This design comes from an exercise in tuning for a short achievable clock period and few clock cycles on the open sky130 flow, not from production work. Function was checked by simulation only, so behaviour that the tests miss may differ from the original. Power is estimated from default activity; no workload was simulated.

## oak
Design legv8_core, start of the top module:
module legv8_core (
  input  logic               CLOCK,
  input  logic               arst_n,
  input  legv8_pkg::instr_t  instr,
  input  legv8_pkg::xlen_t   mem_rdata,
  output legv8_pkg::xlen_t   pc,
  output legv8_pkg::xlen_t   mem_addr,
  output legv8_pkg::xlen_t   mem_wdata,
  output logic               mem_read,
  output logic               mem_write
);
  localparam int XL = 32;
  localparam int NG = 4;                  
  typedef logic [XL-1:0] word_t;
  logic [10:0] f_opc;
  logic        f_r, f_i, f_ld, f_st;
  logic        f_add, f_sub, f_and, f_or, f_xor;
  assign f_opc = instr[31:21];
  always_comb begin
    f_r  = 1'b0; f_i = 1'b0; f_ld = 1'b0; f_st = 1'b0;
    f_add = 1'b0; f_sub = 1'b0; f_and = 1'b0; f_or = 1'b0; f_xor = 1'b0;
    case (f_opc)
      legv8_pkg::OPC_ADD:  begin f_r = 1'b1; f_add = 1'b1; end
      legv8_pkg::OPC_SUB:  begin f_r = 1'b1; f_sub = 1'b1; end
      legv8_pkg::OPC_AND:  begin f_r = 1'b1; f_and = 1'b1; end
      legv8_pkg::OPC_ORR:  begin f_r = 1'b1; f_or  = 1'b1; end
      legv8_pkg::OPC_EOR:  begin f_r = 1'b1; f_xor = 1'b1; end
      legv8_pkg::OPC_LDUR: begin f_ld = 1'b1; f_add = 1'b1; end
      legv8_pkg::OPC_STUR: begin f_st = 1'b1; f_add = 1'b1; end
      default: begin
        case (f_opc[10:1])
          legv8_pkg::OPC_ADDI: begin f_i = 1'b1; f_add = 1'b1; end
          legv8_pkg::OPC_SUBI: begin f_i = 1'b1; f_sub = 1'b1; end
          legv8_pkg::OPC_ANDI: begin f_i = 1'b1; f_and = 1'b1; end
          legv8_pkg::OPC_ORRI: begin f_i = 1'b1; f_or  = 1'b1; end
          legv8_pkg::OPC_EORI: begin f_i = 1'b1; f_xor = 1'b1; end
          default: ;
        endcase
      end
    endcase
  end
  logic [XL-1:2] pc_q;                    
  logic [XL-1:2] pc_o;                    
  logic [XL-1:2] pc_inc, pc_inc_o;
  logic [31:0] d_instr;
  logic        d_r, d_sub, d_arith, d_and, d_or, d_xor;
  logic        d_alu_wen, d_ld_wen, d_ld, d_st;
  localparam int NS = 2;                  
  localparam int NM = 4;                  
  logic [NS-1:0][30:0] d_sa, d_sb, d_sc;  
  ...
For scale: about 83,000 sq um of cells after synthesis.
export LEC_CHECK = 0
export CAP_MARGIN = 20
export CORE_MARGIN = 2
export CORE_UTILIZATION = 40
export CTS_CLUSTER_DIAMETER = 80
export CTS_CLUSTER_SIZE = 20
export PLACE_DENSITY = 0.6
export SETUP_SLACK_MARGIN = 4.3
export SLEW_MARGIN = 20
export SYNTH_HIERARCHICAL = 1
export SYNTH_MINIMUM_KEEP_SIZE = 0
create_clock -name core_clock -period 6.5 [get_ports {CLOCK}]
run.sh (not shown) runs the stock make flow with config.mk's settings and CLKGATE_MAP_FILE= SYNTH_SCRIPT=/design/flow/synth_recipe.tcl, a recipe that flattens the netlist after the stock synthesis.
No stage failed in oak, and the final checks on the layout all came back clean.
Testbench counts of oak, summed over its fixed seeds: cycles 7,344.
The following lists how pine was set up differently from oak:
- swapping 4.3 for 5.0 in SETUP_SLACK_MARGIN
--- outcome ---
- [compare] base=oak new=pine: multi-input gate area in the final layout up 17%; buffer share of cell area went up.
- pine vs. oak: wire length on met2 went up by about 16%.
- Relative to oak, combinational share of power increased by 2.1 points in pine.
- Against oak, pine comes in 110% higher on count of cells resized by post-cts repair.
Changes in birch relative to pine:
- a change of SETUP_SLACK_MARGIN from 5.0 to 4.0
[summary]
- Per the final summary, birch finished and its layout is clean on timing, DRC and antenna.
- Stage delay of the slowest cell on the critical path (lower): pine
- birch: number of nets in the layout lower than pine
- Between pine and birch, clock-cell share of area is lower for pine, birch comes in above that.
- Core util | birch vs pine | birch lower
- Quantity of I/O buffers inserted on ports: pine vs birch identical
- On part of the total power dissipated in combinational logic, the lower figure sits with birch, not pine.
- pine -> birch: combinational power decreased by more than 10%
- On count of multi-input gates, pine tracks birch almost exactly.
- Row total chip power: birch lower / pine higher
- Via count of the first global-routing pass: birch < pine

-- afterwards: timing with drivers on the ports --
Ports are ideal in the flow. The routed layouts listed here were re-timed in OpenROAD.
Step 1: set_driving_cell puts a clkbuf_16 on CLOCK and a buf_2 on each other input, an assumption about the parent block.
Step 2 also shifts input and output timing later by t, the mid clock arrival at the registers, as if the neighbouring blocks saw the same clock.
Slacks: ideal / step 1 / step 2; pairs: ideal / step 1.
| run | t, ns | slack for setup (ns) | worst setup path after step 2 | latest minus earliest clock arrival (ns) |
|---|---|---|---|---|
| oak | 0.855 | 3.904 / 3.810 / 3.272 | input to register | 0.040 / 0.041 |
| pine | 0.887 | 3.888 / 3.792 / 3.214 | input to register | 0.048 / 0.047 |
| birch | 0.853 | 3.826 / 3.724 / 3.128 | input to register | 0.042 / 0.042 |
After both steps every run listed still meets setup and hold. For birch, which loses most, drivers alone change the setup slack by -0.102 ns; drivers and shift together by -0.698 ns.
